Context: an optimization exercise on an open-source flow, tuned for a short achievable clock period and few clock cycles. The choices shown serve that exercise and are no tape-out recipe. Function was checked by simulation only, so behaviour that the tests miss may differ from the original. No activity file was given, so power comes from the tool's default toggle rates.

### flow/run.sh
#!/bin/bash
# synth_recipe.tcl (not shown) runs the flow's synth.tcl, then flattens the netlist and writes it again
# the make line also repeats each setting of config.mk as NAME=value (left out here)
make -C /OpenROAD-flow-scripts/flow DESIGN_CONFIG=/design/flow/config.mk WORK_HOME=/design/flow/orfs CLKGATE_MAP_FILE= SYNTH_SCRIPT=/design/flow/synth_recipe.tcl finish
### flow/config.mk
export PLATFORM = sky130hd
export DESIGN_NAME = cpu_apb
export DESIGN_NICKNAME = cpu_apb
export VERILOG_FILES = /design/flow/design.v
export SDC_FILE = /design/flow/constraint.sdc
export NUM_CORES = 4
export LEC_CHECK = 0
export ABC_CLOCK_PERIOD_IN_PS = 2500
export CAP_MARGIN = 20
export CORE_MARGIN = 2
export CORE_UTILIZATION = 40
export PLACE_DENSITY = 0.6
export SETUP_SLACK_MARGIN = 5
export SLEW_MARGIN = 20
### flow/constraint.sdc
create_clock -name core_clock -period 7.5 [get_ports {clk}]
set_input_delay 1.5000 -clock core_clock [delete_from_list [all_inputs] [get_ports {clk}]]
set_output_delay 1.5000 -clock core_clock [all_outputs]
set_load 0.01 [all_outputs]
### flow/design.v
module cpu_apb (
	input  logic        clk,
	input  logic        rst_n,
	input  logic        psel,
	input  logic        penable,
	input  logic        pwrite,
	input  logic [11:0] paddr,
	input  logic [15:0] pwdata,
	output logic [15:0] prdata,
	output logic        pready,
	output logic        pslverr
);
	localparam int W  = 3;        
	localparam int QS = 2 * W;    
	logic [15:0] imem [64];
	logic [5:0]  succ [64];   
	logic [5:0]  dep [64];    
	logic        depv [64];
	logic [15:0] dmem [64];
	logic [15:0] rf [16];
	logic       busy_q;    
	logic       fin_q;     
	logic [1:0] st_q;      
	logic [5:0] hpc_q;     
	logic       fin_nx;
	logic       hq_nx;
	logic [1:0] st_nx;
	logic [5:0] hpc_nx;
	logic       busy_nx;   
	logic       start;
	logic        setup;
	logic        a_imem, a_dmem, a_ctrl, a_stat, a_bad;
	logic [5:0]  ba_q;
	logic [63:0] ba_oh;
	logic [15:0] bd_q;
	logic        biw_q, bdw_q, bdr_q;
	logic        pready_q, pslverr_q;
	logic [15:0] prdata_q;
	logic [15:0] brd;
	assign setup  = psel & ~penable;
	assign a_imem = paddr[11:6] == 6'h00;
	assign a_dmem = paddr[11:6] == 6'h08;
	assign a_ctrl = paddr == 12'h100;
	assign a_stat = paddr == 12'h104;
	assign a_bad  = ~(a_imem | a_dmem | a_ctrl | a_stat);
	assign busy_nx = busy_q & ~fin_q;
	assign start   = setup & pwrite & a_ctrl & pwdata[0] & ~busy_nx;
	always_comb begin
		for (int i = 0; i < 64; i++) ba_oh[i] = ba_q == 6'(i);
		brd = '0;
		for (int i = 0; i < 64; i++) brd = brd | ({16{ba_oh[i]}} & dmem[i]);
	end
	always_ff @(posedge clk or negedge rst_n) begin
		if (!rst_n) begin
			biw_q <= 1'b0;
			bdw_q <= 1'b0;
			bdr_q <= 1'b0;
		end else begin
			biw_q <= setup & a_imem & pwrite & ~busy_nx;
			bdw_q <= setup & a_dmem & pwrite & ~busy_nx;
			bdr_q <= setup & a_dmem & ~pwrite & ~busy_nx;
		end
	end
	logic [15:0] bm_q;
	logic [15:0] bm_in;
	always_comb begin
		bm_in = '0;
		for (int i = 0; i < 64; i++) bm_in = bm_in | ({16{pwdata[5:0] == 6'(i)}} & imem[i]);
	end
	always_ff @(posedge clk) begin
		if (setup) begin
			ba_q      <= paddr[5:0];
			bd_q      <= pwdata;
			bm_q      <= bm_in;
			pready_q  <= ~(a_dmem & ~pwrite & ~busy_nx);
			pslverr_q <= a_bad | ((a_imem | a_dmem) & busy_nx);
		end else begin
			pready_q  <= 1'b1;
		end
		if (bdr_q) begin
			prdata_q <= brd;
		end else begin
			prdata_q <= {hpc_nx, 8'b0, st_nx};
		end
	end
	assign prdata  = prdata_q;
	assign pready  = pready_q;
	assign pslverr = pslverr_q;
	logic        fon_q;
	logic [5:0]  f_q;
	logic [63:0] f_oh;       
	logic [15:0] w [W];
	logic [5:0]  s [W];      
	logic        fj [W], fh [W];
	logic [5:0]  nf;         
	logic        fe;
	logic [2:0]  fk;         
	logic        fstop;      
	logic [5:0]  fhpc;
	logic [5:0]  succ_nx [64];
	logic        q_v [QS];
	always_comb begin
		for (int k = 0; k < W; k++) begin
			w[k] = '0;
			s[k] = '0;
			for (int i = 0; i < 64; i++) begin
				w[k] = w[k] | ({16{f_oh[(i + 64 - k) % 64]}} & imem[i]);
				s[k] = s[k] | ({6{f_oh[(i + 64 - k) % 64]}} & succ[i]);
			end
			fj[k] = w[k][15:12] == 4'd11;
			fh[k] = w[k][15:12] == 4'd12;
		end
	end
	assign fe = (fon_q & ~q_v[QS - W]) | start;
	always_comb begin
		logic cut;
		cut   = 1'b0;
		fk    = 3'd0;
		fstop = 1'b0;
		nf    = w[0][5:0];
		fhpc  = f_q;
		for (int k = 0; k < W; k++) begin
			if (!cut) begin
				if (fj[k]) begin
					cut = 1'b1;
				end else begin
					fk = 3'(k + 1);
					nf = s[k];
					if (fh[k]) begin
						cut   = 1'b1;
						fstop = 1'b1;
						fhpc  = f_q + 6'(k);
					end
				end
			end
		end
		if (!fe) fk = 3'd0;
	end
	always_ff @(posedge clk or negedge rst_n) begin
		if (!rst_n) begin
			fon_q <= 1'b0;
		end else if (fe) begin
			fon_q <= ~fstop;
		end
	end
	logic [63:0] nf_oh;
	always_comb begin
		logic all;
		nf_oh = '0;
		for (int i = 0; i < 64; i++) nf_oh[i] = fj[0] & (w[0][5:0] == 6'(i));
		all = ~fj[0];
		for (int k = 0; k < W; k++) begin
			if (k > 0) all = all & ~fj[k];
			for (int i = 0; i < 64; i++) begin
				nf_oh[i] = nf_oh[i] | (all & ((k == W - 1) || fj[(k + 1) % W]) & (s[k] == 6'(i)));
			end
		end
	end
	always_ff @(posedge clk) begin
		if (fe) begin
			f_q  <= nf;
			f_oh <= nf_oh;
		end else if (~fon_q) begin
			f_q <= succ_nx[63];
			for (int i = 0; i < 64; i++) f_oh[i] <= succ_nx[63] == 6'(i);
		end
	end
	logic [15:0] q_w [QS];
	logic        q_h [QS];    
	logic [15:0] sh_w [QS];
	logic        sh_h [QS];
	logic        sh_v [QS];
	logic [15:0] nq_w [QS];
	logic        nq_h [QS];
	logic        nq_v [QS];
	logic        iss [W];
	logic [2:0]  nis;
	always_comb begin
		nis = 3'd0;
		for (int k = 0; k < W; k++) if (iss[k]) nis = 3'(k + 1);
		for (int i = 0; i < QS; i++) begin
			sh_w[i] = q_w[i];
			sh_h[i] = q_h[i];
			sh_v[i] = q_v[i] & ~fin_q;
			for (int k = 1; k <= W; k++) begin
				if (nis == 3'(k)) begin
					sh_w[i] = q_w[(i + k) % QS];
					sh_h[i] = q_h[(i + k) % QS];
					sh_v[i] = (i + k < QS) ? q_v[(i + k) % QS] : 1'b0;
				end
			end
		end
		for (int i = 0; i < QS; i++) begin
			nq_w[i] = sh_w[i];
			nq_h[i] = sh_h[i];
			nq_v[i] = sh_v[i];
			if (!sh_v[i]) begin
				for (int k = 0; k < W; k++) begin
					if (i >= k) begin
						if ((i == k || sh_v[(i - k + QS - 1) % QS]) && !sh_v[(i - k) % QS]) begin
							nq_w[i] = w[k];
							nq_h[i] = fh[k];
							nq_v[i] = fk > 3'(k);
						end
					end
				end
			end
		end
	end
	always_ff @(posedge clk or negedge rst_n) begin
		if (!rst_n) begin
			for (int i = 0; i < QS; i++) q_v[i] <= 1'b0;
		end else begin
			for (int i = 0; i < QS; i++) q_v[i] <= nq_v[i];
		end
	end
	always_ff @(posedge clk) begin
		for (int i = 0; i < QS; i++) begin
			q_w[i] <= nq_w[i];
			q_h[i] <= nq_h[i];
		end
	end
	logic [3:0]  r_op [W];
	logic [3:0]  r_d [W];
	logic [3:0]  r_s1 [W];
	logic [3:0]  r_sb [W];
	logic        r_v [W], r_rr [W], r_sh [W], r_lw [W], r_sw [W], r_lli [W];
	logic        r_usea [W], r_useb [W], r_wr [W], r_lu [W], r_ok [W];
	logic [15:0] r_a [W];
	logic [15:0] r_b [W];
	logic        x_wr [W], x_ld [W], x_st [W];
	logic [3:0]  x_d [W];
	logic [15:0] x_res [W];
	logic        m_ld [W], m_st [W];
	logic [3:0]  m_d [W];
	logic [5:0]  m_addr [W];
	logic [63:0] m_oh [W];
	logic [15:0] m_sd [W];
	logic [15:0] m_res [W];
	always_comb begin
		for (int i = 0; i < W; i++) begin
			r_op[i]   = q_w[i][15:12];
			r_d[i]    = q_w[i][11:8];
			r_s1[i]   = q_w[i][7:4];
			r_v[i]    = q_v[i] & ~q_h[i];
			r_rr[i]   = r_op[i] <= 4'd4;
			r_sh[i]   = (r_op[i] >= 4'd5) & (r_op[i] <= 4'd7);
			r_lw[i]   = r_op[i] == 4'd8;
			r_sw[i]   = r_op[i] == 4'd9;
			r_lli[i]  = r_op[i] == 4'd10;
			r_usea[i] = r_rr[i] | r_sh[i] | r_lw[i] | r_sw[i];
			r_useb[i] = r_rr[i] | r_sw[i];
			r_wr[i]   = r_rr[i] | r_sh[i] | r_lli[i] | r_lw[i];
			r_sb[i]   = r_sw[i] ? q_w[i][11:8] : q_w[i][3:0];
		end
		for (int i = 0; i < W; i++) begin
			r_lu[i] = 1'b0;
			for (int j = 0; j < W; j++) begin
				r_lu[i] = r_lu[i] | (x_ld[j] & ((r_usea[i] & (x_d[j] == r_s1[i])) | (r_useb[i] & (x_d[j] == r_sb[i]))));
			end
			r_ok[i] = r_v[i] & ~r_lu[i];
			for (int j = 0; j < i; j++) begin
				r_ok[i] = r_ok[i]
				        & ~(r_wr[j] & ((r_usea[i] & (r_d[j] == r_s1[i])) | (r_useb[i] & (r_d[j] == r_sb[i]))))
				        & ~(r_lw[j] & r_wr[i] & (r_d[j] == r_d[i]));
			end
			iss[i] = r_ok[i];
			if (i > 0) iss[i] = iss[i] & iss[i - 1];
		end
	end
	logic [15:0] rfa [W];
	logic [15:0] rfb [W];
	always_comb begin
		for (int i = 0; i < W; i++) begin
			rfa[i] = '0;
			rfb[i] = '0;
			for (int k = 0; k < 16; k++) begin
				rfa[i] = rfa[i] | ({16{r_s1[i] == 4'(k)}} & rf[k]);
				rfb[i] = rfb[i] | ({16{r_sb[i] == 4'(k)}} & rf[k]);
			end
			r_a[i] = rfa[i];
			r_b[i] = rfb[i];
			for (int j = 0; j < W; j++) begin
				if (m_ld[j] && m_d[j] == r_s1[i]) r_a[i] = m_res[j];
				if (m_ld[j] && m_d[j] == r_sb[i]) r_b[i] = m_res[j];
			end
			for (int j = 0; j < W; j++) begin
				if (x_wr[j] && x_d[j] == r_s1[i]) r_a[i] = x_res[j];
				if (x_wr[j] && x_d[j] == r_sb[i]) r_b[i] = x_res[j];
			end
		end
	end
	logic [15:0] x_a [W];
	logic [15:0] x_b [W];
	logic        x_cin [W];
	logic        x_add [W], x_and [W], x_or [W], x_xor [W], x_sll [W], x_srl [W], x_sra [W];
	logic [3:0]  x_k [W];       
	logic [15:0] x_sum [W];
	logic [5:0]  x_ma [W];
	always_ff @(posedge clk or negedge rst_n) begin
		if (!rst_n) begin
			for (int i = 0; i < W; i++) begin
				x_wr[i] <= 1'b0;
				x_ld[i] <= 1'b0;
				x_st[i] <= 1'b0;
			end
		end else begin
			for (int i = 0; i < W; i++) begin
				x_wr[i] <= iss[i] & (r_rr[i] | r_sh[i] | r_lli[i]);
				x_ld[i] <= iss[i] & r_lw[i];
				x_st[i] <= iss[i] & r_sw[i];
			end
		end
	end
	always_ff @(posedge clk) begin
		for (int i = 0; i < W; i++) begin
			x_d[i]   <= r_d[i];
			x_a[i]   <= r_lli[i] ? 16'd0 : r_a[i];
			x_b[i]   <= r_lli[i] ? {{8{q_w[i][7]}}, q_w[i][7:0]} : ((r_op[i] == 4'd1) ? ~r_b[i] : r_b[i]);
			x_cin[i] <= r_op[i] == 4'd1;
			x_add[i] <= r_op[i] <= 4'd1;
			x_and[i] <= r_op[i] == 4'd2;
			x_or[i]  <= (r_op[i] == 4'd3) | r_lli[i];
			x_xor[i] <= r_op[i] == 4'd4;
			x_sll[i] <= r_op[i] == 4'd5;
			x_srl[i] <= r_op[i] == 4'd6;
			x_sra[i] <= r_op[i] == 4'd7;
			x_k[i]   <= q_w[i][3:0];
		end
	end
	always_comb begin
		for (int i = 0; i < W; i++) begin
			x_sum[i] = x_a[i] + x_b[i] + {15'd0, x_cin[i]};
			x_res[i] = ({16{x_add[i]}} & x_sum[i])
			         | ({16{x_and[i]}} & (x_a[i] & x_b[i]))
			         | ({16{x_or[i]}}  & (x_a[i] | x_b[i]))
			         | ({16{x_xor[i]}} & (x_a[i] ^ x_b[i]))
			         | ({16{x_sll[i]}} & (x_a[i] << x_k[i]))
			         | ({16{x_srl[i]}} & (x_a[i] >> x_k[i]))
			         | ({16{x_sra[i]}} & 16'($signed(x_a[i]) >>> x_k[i]));
			x_ma[i]  = x_a[i][5:0] + {2'b00, x_k[i]};
		end
	end
	always_ff @(posedge clk or negedge rst_n) begin
		if (!rst_n) begin
			for (int i = 0; i < W; i++) begin
				m_ld[i] <= 1'b0;
				m_st[i] <= 1'b0;
			end
		end else begin
			for (int i = 0; i < W; i++) begin
				m_ld[i] <= x_ld[i];
				m_st[i] <= x_st[i];
			end
		end
	end
	always_ff @(posedge clk) begin
		for (int i = 0; i < W; i++) begin
			m_d[i]    <= x_d[i];
			m_addr[i] <= x_ma[i];
			for (int k = 0; k < 64; k++) m_oh[i][k] <= x_ma[i] == 6'(k);
			m_sd[i]   <= x_b[i];
		end
	end
	logic [15:0] mrd [W];
	always_comb begin
		for (int i = 0; i < W; i++) begin
			mrd[i] = '0;
			for (int k = 0; k < 64; k++) mrd[i] = mrd[i] | ({16{m_oh[i][k]}} & dmem[k]);
			m_res[i] = mrd[i];
			for (int j = 0; j < i; j++) begin
				if (m_st[j] && m_addr[j] == m_addr[i]) m_res[i] = m_sd[j];
			end
		end
	end
	always_ff @(posedge clk or negedge rst_n) begin
		if (!rst_n) begin
			for (int k = 0; k < 16; k++) rf[k] <= '0;
		end else begin
			for (int k = 0; k < 16; k++) begin
				for (int j = 0; j < W; j++) begin
					if (m_ld[j] && m_d[j] == 4'(k)) rf[k] <= m_res[j];
				end
				for (int j = 0; j < W; j++) begin
					if (x_wr[j] && x_d[j] == 4'(k)) rf[k] <= x_res[j];
				end
			end
		end
	end
	always_ff @(posedge clk) begin
		for (int k = 0; k < 64; k++) begin
			if (bdw_q && ba_oh[k]) dmem[k] <= bd_q;
			for (int j = 0; j < W; j++) begin
				if (m_st[j] && m_oh[j][k]) dmem[k] <= m_sd[j];
			end
		end
	end
	logic [5:0]  bt;
	logic        bj;
	assign bt = bd_q[5:0];
	assign bj = bd_q[15:12] == 4'd11;
	always_comb begin
		for (int a = 0; a < 64; a++) begin
			succ_nx[a] = succ[a];
			if (biw_q && ba_oh[(a + 1) % 64]) begin
				succ_nx[a] = bj ? (((bm_q[15:12] == 4'd11) && (bt != ba_q)) ? bm_q[5:0] : bt) : ba_q;
			end else if (biw_q && depv[a] && dep[a] == ba_q) begin
				succ_nx[a] = bj ? bt : ba_q;
			end
		end
	end
	always_ff @(posedge clk) begin
		for (int a = 0; a < 64; a++) begin
			succ[a] <= succ_nx[a];
			if (biw_q && ba_oh[a]) imem[a] <= bd_q;
			if (biw_q && ba_oh[(a + 1) % 64]) begin
				dep[a]  <= bt;
				depv[a] <= bj;
			end
		end
	end
	logic xmem_nx;
	always_comb begin
		xmem_nx = 1'b0;
		for (int i = 0; i < W; i++) xmem_nx = xmem_nx | (iss[i] & (r_lw[i] | r_sw[i]));
	end
	assign hq_nx  = busy_q & nq_v[0] & nq_h[0];
	assign fin_nx = busy_q & ~fin_q & hq_nx & ~xmem_nx;
	assign st_nx  = start ? 2'd1 : (hq_nx ? 2'd2 : st_q);
	assign hpc_nx = (fe & fstop) ? fhpc : hpc_q;
	always_ff @(posedge clk or negedge rst_n) begin
		if (!rst_n) begin
			busy_q <= 1'b0;
			fin_q  <= 1'b0;
			st_q   <= 2'd0;
			hpc_q  <= '0;
		end else begin
			busy_q <= start | busy_nx;
			fin_q  <= fin_nx;
			st_q   <= st_nx;
			hpc_q  <= hpc_nx;
		end
	end
endmodule
==> run notes <==
-- synthesized netlist by cell type (26+ instances only) --
| master | instances |
|---|---|
| o22ai_1 | 140 |
| a221oi_1 | 2283 |
| mux2_2 | 115 |
| o21ai_0 | 2666 |
| ha_1 | 113 |
| buf_2 | 31 |
| nand2b_1 | 104 |
| nand3_1 | 2334 |
| a211oi_1 | 232 |
| xnor2_1 | 317 |
| xor2_1 | 295 |
| or4_1 | 102 |
| and3_1 | 51 |
| edfxtp_1 | 2609 |
| nor3_1 | 216 |
| mux2i_1 | 332 |
| nor4_1 | 186 |
| or2_2 | 36 |
| a41oi_1 | 26 |
| a222oi_1 | 113 |
| o211ai_1 | 299 |
| buf_1 | 441 |
| a211o_1 | 125 |
| and2_1 | 121 |
| mux4_2 | 53 |
| a31oi_1 | 65 |
| nand2_1 | 3223 |
| inv_1 | 259 |
| dfrtp_1 | 291 |
| dfxtp_1 | 523 |
| nand4_1 | 727 |
| or3_1 | 49 |
| nor2b_1 | 71 |
| a21oi_1 | 1172 |
| a22oi_1 | 1033 |
| nor2_1 | 1863 |
| a21o_1 | 46 |
| o31ai_1 | 30 |
| clkbuf_1 | 2854 |
| a22o_1 | 2224 |
| o21a_1 | 85 |
-- per-layer routing --
| metal | GRT overflow | GRT usage [%] |
|---|---|---|
| met1 | 6038 | 99.9 |
| met2 | 25100 | 118 |
| met5 | 621 | 93.4 |
| met4 | 8938 | 108 |
| met3 | 5264 | 99.0 |
-- metrics by stage --
step	util [%]	instance area [um2]	setup WS, ps	hold slack (ps)
after floorplan	-	253000	3730	326
after global placement	43.8	264000	1090	336
after detailed placement	43.9	265000	1550	341
after CTS	58.6	353000	3080	350
-- timing repair --
item | 4_1_cts
pin swaps | 1521
endpoints found under the setup margin | 4862
buffers inserted | 3158
hold buffers | 0
gates cloned | 416
hold endpoints to repair | 0
resized for setup | 7754
-- worst min path at each step --
stage	from	end	slack, ps	depth (start not counted)
after floorplan	x_d[0][0]	m_d[0][0]	330	0
after global placement	x_st[1]	m_st[1]	340	0
after detailed placement	x_st[2]	m_st[2]	340	0
after CTS	rst_n	q_v[5]	350	1
-- kinds of logic after synthesis --
logic type      count (synthesis)  synth area share, %
flops                        3423                 39.6
compound gates              10800                 32.2
buf+inv                      3594                 5.58
mux                           502                 2.42
simple gates                 9196                 17.3
fa+ha+maj                     122                0.657
xor+xnor                      612                 2.21
-- power groups by stage --
stage | Combinational [mW] | Sequential [mW] | Clock (mW)
after floorplan | 54.6 | 24.5 | 0
after detailed placement | 103 | 32.0 | 0
after global placement | 104 | 32.1 | 0
after CTS | 155 | 30.0 | 21.6
==> summary.txt <==
Status = stopped before the end
Last stage = 5_1_grt
First error = [ERROR GRT-0116] Global routing finished with congestion. Check the congestion regions in the DRC Viewer.
CTS Buffer Depth = 4
Top post-synthesis cells by area = edfxtp_1, a221oi_1, a22o_1
Post-placement cell count = 35000
Largest net degree at the start of global routing = 90
Port bufs = 50
Die width = 783 um
Total gr overflow = 46000
Syn Area/Cell = 8.58 um2
HPWL Detailed = 1770000 um
CTS H-tree lvls = 5
Flops & latches, synth = 3423
CTS Buf Count = 408
Netlist cell types = 87
Via count of the first global-routing pass = 401000
First-pass GRT wire length = 4490000 um
Total Routing Usage GR = 106%
Clk Tree Root Cell = clkbuf_16
IO Pins = 51
Final Wtd Congestion = 1.42
Synth async-reset ratio = 8.50%
Post-Syn Area = 243000 um2
Yosys top cell area share = 32.3%
Initial core utilization = 40.2%
Cell taking the most area after synthesis = edfxtp_1
FP Rows = 285
Number of synthesis warnings = 67
Sink Count = 3423
Post-Syn Instances = 28300
Sequential area share after synthesis = 39.6%
Die H = 783 um
EDFF count, synth = 2609
Mapped Nets = 28400
Top FF cell, synth = edfxtp_1
Testbench counts, summed over its fixed seeds: cycles 4,644.
